Context: an optimization exercise on an open-source flow, tuned for small area, a short achievable clock period and few clock cycles per item. The choices shown serve that exercise and are no tape-out recipe. Only simulation tests tie the RTL to the original design; equivalence was not proved. Power and IR drop assume default switching activity.

==> 08-28 <==
## wheel_pulse_rate_remapper
module wheel_pulse_rate_remapper (
  input  logic        clk_i,
  input  logic        rst_ni,
  input  logic        s_axis_tvalid,
  output logic        s_axis_tready,
  input  logic [7:0]  s_axis_tdata,
  output logic        m_axis_tvalid,
  input  logic        m_axis_tready,
  output logic [39:0] m_axis_tdata,
  input  logic        cfg_valid_i,
  output logic        cfg_ready_o,
  input  logic [2:0]  cfg_index_i,
  input  logic [31:0] cfg_data_i
);
  localparam int QCNT_W = 5;
  localparam logic [QCNT_W-1:0] QCNT_LIM = QCNT_W'(28);
  logic [15:0] slow_q;
  logic [9:0]  debounce_q;
  logic [15:0] idle_q;
  logic [7:0]  pulse_q;
  logic [21:0] hold_q;
  assign cfg_ready_o = 1'b1;
  always_ff @(posedge clk_i or negedge rst_ni) begin
    if (!rst_ni) begin
      slow_q     <= 16'd383;
      debounce_q <= 10'd100;
      idle_q     <= 16'd4000;
      pulse_q    <= 8'd2;
      hold_q     <= 22'd900000;
    end else if (cfg_valid_i) begin
      case (cfg_index_i)
        3'd1: slow_q     <= cfg_data_i[15:0];
        3'd2: debounce_q <= cfg_data_i[9:0];
        3'd3: idle_q     <= cfg_data_i[15:0];
        3'd4: pulse_q    <= cfg_data_i[7:0];
        3'd5: hold_q     <= cfg_data_i[21:0];
        default: ;
      endcase
    end
  end
  logic        q_done;       
  logic        q_final;      
  logic        qnext_q;      
  logic [1:0]  occ_q;                  
  logic        ent0_q, ent1_q;         
  logic        tready_q;
  logic [31:0] sr_q;                   
  logic        e_q;                    
  logic [QCNT_W-1:0] k_q;              
  logic [QCNT_W-1:0] k2_q;             
  logic        in_fire, h_edge, a_go, q_full;
  logic [1:0]  occ_d;
  assign s_axis_tready = tready_q;
  assign in_fire = tready_q && s_axis_tvalid;
  assign h_edge  = ent0_q && (sr_q > {22'd0, debounce_q});
  assign q_full  = e_q ? (k2_q >= QCNT_LIM) : (k_q >= QCNT_LIM);
  assign a_go    = (occ_q != 2'd0) && !(h_edge && (e_q || !q_done)) && !q_full;
  assign occ_d   = occ_q + 2'(in_fire) - 2'(a_go);
  always_ff @(posedge clk_i or negedge rst_ni) begin
    if (!rst_ni) begin
      occ_q    <= '0;
  ...
Settings: LEC_CHECK=0, CAP_MARGIN=20, CORE_MARGIN=2, CORE_UTILIZATION=55, SETUP_SLACK_MARGIN=4.3, SLEW_MARGIN=20; clock period 8.0 ns.
run.sh (not shown) runs the stock make flow with config.mk's settings and CLKGATE_MAP_FILE= SYNTH_SCRIPT=/design/flow/synth_recipe.tcl, a recipe that flattens the netlist after the stock synthesis.
==> 02-06 (differences from 08-28) <==
--- a/flow/design.v
+++ b/flow/design.v
@@ -2,21 +2,23 @@
   input  logic        clk_i,
   input  logic        rst_ni,
   input  logic        start_i,        
   input  logic        cfg_i,          
   input  logic        keep_i,         
+  input  logic        drop_i,         
   input  logic [11:0] wheel_i,
   input  logic [31:0] interval_i,
   output logic        idle_o,         
   output logic        final_o,        
   output logic [9:0]  quotient_o,
   output logic [31:0] interval_o
 );
   typedef enum logic [1:0] {
     R_DONE,
     R_MUL,
-    R_DIV
+    R_DIV,
+    R_KEEP
   } remap_state_e;
   remap_state_e state_q;
   logic         cfg_q;           
   logic [3:0]   cnt_q;
   logic [1:0]   dig_q;
@@ -29,10 +31,11 @@
   logic [15:0]  wden_q;          
   logic [1:0]   skip_q;          
   logic [1:0]   skip_in;         
   logic         cfgp_q;          
   logic         final_q;         
+  logic         last_q;          
   logic         protect, cfg_go;
   logic [11:0]  w_src;
   assign protect = keep_i && !cfg_q && (state_q != R_DONE);
   assign cfg_go  = cfgp_q && !protect;
   assign w_src   = ival_q[11:0];
@@ -70,26 +73,32 @@
       2'd1: den_t = cfg_q ? 11'd9  : 11'd500;
       2'd2: den_t = cfg_q ? 11'd18 : 11'd1000;
       default: den_t = cfg_q ? 11'd27 : 11'd1500;
     endcase
   end
-  assign last_add = !cfg_q && (cnt_q == 4'd0);
+  assign last_add = last_q;
   assign den_mul  = {den_q[28:0], 2'b00} + 31'(den_t) + (last_add ? 31'(wden_q) : 31'd0);
   logic [32:0] p2, rem_n;
   assign p2    = {neg_q, acc_q[40:10], acc_q[9]};
-  assign rem_n = neg_q ? p2 + {2'b00, den_q} : p2 - {2'b00, den_q};
+  logic [32:0] dx;
+  logic [33:0] rsum;
+  assign dx    = {2'b00, den_q} ^ {33{!neg_q}};
+  assign rsum  = {p2, 1'b1} + {dx, !neg_q};
+  assign rem_n = rsum[33:1];
   always_ff @(posedge clk_i or negedge rst_ni) begin
     if (!rst_ni) begin
       state_q <= R_DONE;
       cfg_q   <= 1'b0;
       cnt_q   <= '0;
       mcand_q <= 19'd424800;      
       wden_q  <= 16'd21240;       
       skip_q  <= 2'd1;
       cfgp_q  <= 1'b0;
       final_q <= 1'b0;
+      last_q  <= 1'b0;
     end else begin
+    last_q <= 1'b0;
     if (cfg_go) begin
       cfgp_q  <= 1'b0;
       state_q <= R_MUL;
       cfg_q   <= 1'b1;
       cnt_q   <= 4'd5;
@@ -98,36 +107,42 @@
     end else if (start_i) begin
       state_q <= R_MUL;
       cfg_q   <= 1'b0;
       final_q <= 1'b0;
       cnt_q   <= tp_in;
+      last_q  <= (tp_in == 4'd0);
     end else begin
       unique case (state_q)
         R_MUL: begin
           if (cnt_q == 4'd0) begin
             if (cfg_q) begin
-              state_q <= R_DONE;
-              cfg_q   <= 1'b0;
-              mcand_q <= acc_mul[18:0];
-              wden_q  <= den_mul[15:0];
+              state_q <= R_KEEP;
             end else begin
               state_q <= R_DIV;
               cnt_q   <= 4'd9 - 4'(skip_q);
             end
           end else begin
-            cnt_q <= cnt_m1;
+            cnt_q  <= cnt_m1;
+            last_q <= !cfg_q && (cnt_q == 4'd1);
           end
         end
         R_DIV: begin
           if (cnt_q == 4'd0) begin
             state_q <= R_DONE;
             final_q <= 1'b1;
           end
           cnt_q <= cnt_m1;
         end
+        R_KEEP: begin
+          state_q <= R_DONE;
+          cfg_q   <= 1'b0;
+          mcand_q <= acc_q[18:0];
+          wden_q  <= den_q[15:0];
+        end
         default: ;
       endcase
+      if (drop_i && !cfg_q) state_q <= R_DONE;
     end
     if (cfg_i) cfgp_q <= 1'b1;
     end
   end
   always_ff @(posedge clk_i) begin
@@ -199,10 +214,11 @@
     end
   end
   logic        q_done;       
   logic        q_final;      
   logic        qnext_q;      
+  logic        b_go, b_edge, blue;
   logic [1:0]  occ_q;                  
   logic        ent0_q, ent1_q;         
   logic        tready_q;
   logic [31:0] sr_q;                   
   logic        e_q;                    
@@ -247,19 +263,20 @@
     .clk_i      (clk_i),
     .rst_ni     (rst_ni),
     .start_i    (a_go && h_edge),
     .cfg_i      (cfg_valid_i && (cfg_index_i == 3'd0)),
     .keep_i     (qnext_q),
+    .drop_i     (b_go && b_edge && blue),
     .wheel_i    (cfg_data_i[11:0]),
     .interval_i (sr_q),
     .idle_o     (q_done),
     .final_o    (q_final),
     .quotient_o (q_val),
     .interval_o (q_meas)
   );
   logic out_valid_q, out_free;
-  logic b_go, b_edge, b_known;
+  logic b_known;
   logic e_old_q;
   assign out_free = !out_valid_q || m_axis_tready;
   assign b_edge   = (k_q == '0) && e_q;
   assign b_go     = out_free && (k_q != '0 || (e_q && e_old_q)) && b_known;
   logic [QCNT_W-1:0] k_inc, k_dec, k2_inc;
@@ -296,11 +313,11 @@
   logic        level_q, first_q;
   logic        fnp_q;    
   logic        f0_q;     
   logic [9:0]  lwlo_q;   
   logic        lwhi_q;   
-  logic        pend, blue, use_q, fire;
+  logic        pend, use_q, fire;
   logic        mgt_slow_q;    
   logic        ge_slow_q;     
   logic        ge_slow_now, ge_slow_inc;
   logic        now_max, sw_max;
   logic [31:0] sw_inc;
--- a/flow/config.mk
+++ b/flow/config.mk
@@ -5,8 +5,8 @@
 export SDC_FILE = /design/flow/constraint.sdc
 export NUM_CORES = 4
 export LEC_CHECK = 0
 export CAP_MARGIN = 20
 export CORE_MARGIN = 2
-export CORE_UTILIZATION = 55
-export SETUP_SLACK_MARGIN = 4.3
+export CORE_UTILIZATION = 40
+export SETUP_SLACK_MARGIN = 4.5
 export SLEW_MARGIN = 20
==> 12-03 (differences from 08-28) <==
--- a/flow/design.v
+++ b/flow/design.v
@@ -2,21 +2,23 @@
   input  logic        clk_i,
   input  logic        rst_ni,
   input  logic        start_i,        
   input  logic        cfg_i,          
   input  logic        keep_i,         
+  input  logic        drop_i,         
   input  logic [11:0] wheel_i,
   input  logic [31:0] interval_i,
   output logic        idle_o,         
   output logic        final_o,        
   output logic [9:0]  quotient_o,
   output logic [31:0] interval_o
 );
   typedef enum logic [1:0] {
     R_DONE,
     R_MUL,
-    R_DIV
+    R_DIV,
+    R_KEEP
   } remap_state_e;
   remap_state_e state_q;
   logic         cfg_q;           
   logic [3:0]   cnt_q;
   logic [1:0]   dig_q;
@@ -29,10 +31,11 @@
   logic [15:0]  wden_q;          
   logic [1:0]   skip_q;          
   logic [1:0]   skip_in;         
   logic         cfgp_q;          
   logic         final_q;         
+  logic         last_q;          
   logic         protect, cfg_go;
   logic [11:0]  w_src;
   assign protect = keep_i && !cfg_q && (state_q != R_DONE);
   assign cfg_go  = cfgp_q && !protect;
   assign w_src   = ival_q[11:0];
@@ -70,26 +73,32 @@
       2'd1: den_t = cfg_q ? 11'd9  : 11'd500;
       2'd2: den_t = cfg_q ? 11'd18 : 11'd1000;
       default: den_t = cfg_q ? 11'd27 : 11'd1500;
     endcase
   end
-  assign last_add = !cfg_q && (cnt_q == 4'd0);
+  assign last_add = last_q;
   assign den_mul  = {den_q[28:0], 2'b00} + 31'(den_t) + (last_add ? 31'(wden_q) : 31'd0);
   logic [32:0] p2, rem_n;
   assign p2    = {neg_q, acc_q[40:10], acc_q[9]};
-  assign rem_n = neg_q ? p2 + {2'b00, den_q} : p2 - {2'b00, den_q};
+  logic [32:0] dx;
+  logic [33:0] rsum;
+  assign dx    = {2'b00, den_q} ^ {33{!neg_q}};
+  assign rsum  = {p2, 1'b1} + {dx, !neg_q};
+  assign rem_n = rsum[33:1];
   always_ff @(posedge clk_i or negedge rst_ni) begin
     if (!rst_ni) begin
       state_q <= R_DONE;
       cfg_q   <= 1'b0;
       cnt_q   <= '0;
       mcand_q <= 19'd424800;      
       wden_q  <= 16'd21240;       
       skip_q  <= 2'd1;
       cfgp_q  <= 1'b0;
       final_q <= 1'b0;
+      last_q  <= 1'b0;
     end else begin
+    last_q <= 1'b0;
     if (cfg_go) begin
       cfgp_q  <= 1'b0;
       state_q <= R_MUL;
       cfg_q   <= 1'b1;
       cnt_q   <= 4'd5;
@@ -98,36 +107,42 @@
     end else if (start_i) begin
       state_q <= R_MUL;
       cfg_q   <= 1'b0;
       final_q <= 1'b0;
       cnt_q   <= tp_in;
+      last_q  <= (tp_in == 4'd0);
     end else begin
       unique case (state_q)
         R_MUL: begin
           if (cnt_q == 4'd0) begin
             if (cfg_q) begin
-              state_q <= R_DONE;
-              cfg_q   <= 1'b0;
-              mcand_q <= acc_mul[18:0];
-              wden_q  <= den_mul[15:0];
+              state_q <= R_KEEP;
             end else begin
               state_q <= R_DIV;
               cnt_q   <= 4'd9 - 4'(skip_q);
             end
           end else begin
-            cnt_q <= cnt_m1;
+            cnt_q  <= cnt_m1;
+            last_q <= !cfg_q && (cnt_q == 4'd1);
           end
         end
         R_DIV: begin
           if (cnt_q == 4'd0) begin
             state_q <= R_DONE;
             final_q <= 1'b1;
           end
           cnt_q <= cnt_m1;
         end
+        R_KEEP: begin
+          state_q <= R_DONE;
+          cfg_q   <= 1'b0;
+          mcand_q <= acc_q[18:0];
+          wden_q  <= den_q[15:0];
+        end
         default: ;
       endcase
+      if (drop_i && !cfg_q) state_q <= R_DONE;
     end
     if (cfg_i) cfgp_q <= 1'b1;
     end
   end
   always_ff @(posedge clk_i) begin
@@ -144,11 +159,11 @@
       neg_q  <= 1'b0;
       quo_q  <= '0;
     end else if (state_q == R_MUL) begin
       acc_q  <= acc_mul;
       den_q  <= den_mul;
-      dig_q  <= cfg_q ? ival_q[2*cnt_m1 +: 2] : ic_q[2*cnt_m1 +: 2];
+      dig_q  <= ic_q[2*cnt_m1 +: 2];    
     end else if (state_q == R_DIV) begin
       acc_q  <= {rem_n[30:0], acc_q[8:0], 1'b0};
       neg_q  <= rem_n[32];
       if (!rem_n[32]) quo_q[cnt_q] <= 1'b1;
     end
@@ -199,10 +214,11 @@
     end
   end
   logic        q_done;       
   logic        q_final;      
   logic        qnext_q;      
+  logic        b_go, b_edge, blue;
   logic [1:0]  occ_q;                  
   logic        ent0_q, ent1_q;         
   logic        tready_q;
   logic [31:0] sr_q;                   
   logic        e_q;                    
@@ -247,19 +263,20 @@
     .clk_i      (clk_i),
     .rst_ni     (rst_ni),
     .start_i    (a_go && h_edge),
     .cfg_i      (cfg_valid_i && (cfg_index_i == 3'd0)),
     .keep_i     (qnext_q),
+    .drop_i     (b_go && b_edge && blue),
     .wheel_i    (cfg_data_i[11:0]),
     .interval_i (sr_q),
     .idle_o     (q_done),
     .final_o    (q_final),
     .quotient_o (q_val),
     .interval_o (q_meas)
   );
   logic out_valid_q, out_free;
-  logic b_go, b_edge, b_known;
+  logic b_known;
   logic e_old_q;
   assign out_free = !out_valid_q || m_axis_tready;
   assign b_edge   = (k_q == '0) && e_q;
   assign b_go     = out_free && (k_q != '0 || (e_q && e_old_q)) && b_known;
   logic [QCNT_W-1:0] k_inc, k_dec, k2_inc;
@@ -296,11 +313,11 @@
   logic        level_q, first_q;
   logic        fnp_q;    
   logic        f0_q;     
   logic [9:0]  lwlo_q;   
   logic        lwhi_q;   
-  logic        pend, blue, use_q, fire;
+  logic        pend, use_q, fire;
   logic        mgt_slow_q;    
   logic        ge_slow_q;     
   logic        ge_slow_now, ge_slow_inc;
   logic        now_max, sw_max;
   logic [31:0] sw_inc;
--- a/flow/config.mk
+++ b/flow/config.mk
@@ -5,8 +5,8 @@
 export SDC_FILE = /design/flow/constraint.sdc
 export NUM_CORES = 4
 export LEC_CHECK = 0
 export CAP_MARGIN = 20
 export CORE_MARGIN = 2
-export CORE_UTILIZATION = 55
-export SETUP_SLACK_MARGIN = 4.3
+export CORE_UTILIZATION = 30
+export SETUP_SLACK_MARGIN = 4.5
 export SLEW_MARGIN = 20
==> comparison <==
Sequential cell count: 08-28 is lower than 02-06 (1). The lowest via count belongs to 12-03, the highest to 08-28. Die area, lowest first: 08-28, 02-06, 12-03. The lowest combinational power belongs to 08-28, the highest to 02-06.
Testbench counts of 08-28, summed over its fixed seeds: cycles 9,152, items 8,000.
Testbench counts of 02-06, summed over its fixed seeds: cycles 9,054, items 8,000.
Testbench counts of 12-03, summed over its fixed seeds: cycles 9,054, items 8,000.

-- afterwards: timing with drivers on the ports --
In the flow no input, the clock included, has a driving cell. The finished layouts below were timed again as built, in two steps. Step 1 assumes that a clkbuf_16 drives the clock port and a buf_2 every other input. Step 2 adds t to the input delays and takes it off the output delays; t is the mean of the earliest and latest rising clock arrival at the registers after step 1. Input paths then give back, and output paths get back, about the clock's delay inside the block. Slacks: ideal / step 1 / step 2; pairs: ideal / step 1.
run	t (ns)	setup slack, ns	latest minus earliest clock arrival (ns)	worst slew at a driven data input, ns	cell pins on the clock port's net
08-28	0.665	3.275 / 3.275 / 3.275	0.026 / 0.025	0.05	1
02-06	0.685	4.145 / 4.145 / 3.893	0.027 / 0.027	0.05	1
12-03	0.681	4.278 / 4.278 / 4.033	0.055 / 0.055	0.05	1
After both steps every run listed still meets setup and hold. The setup slack of 02-06, which loses most, moves by 0.000 ns with the drivers and by -0.252 ns with both steps.
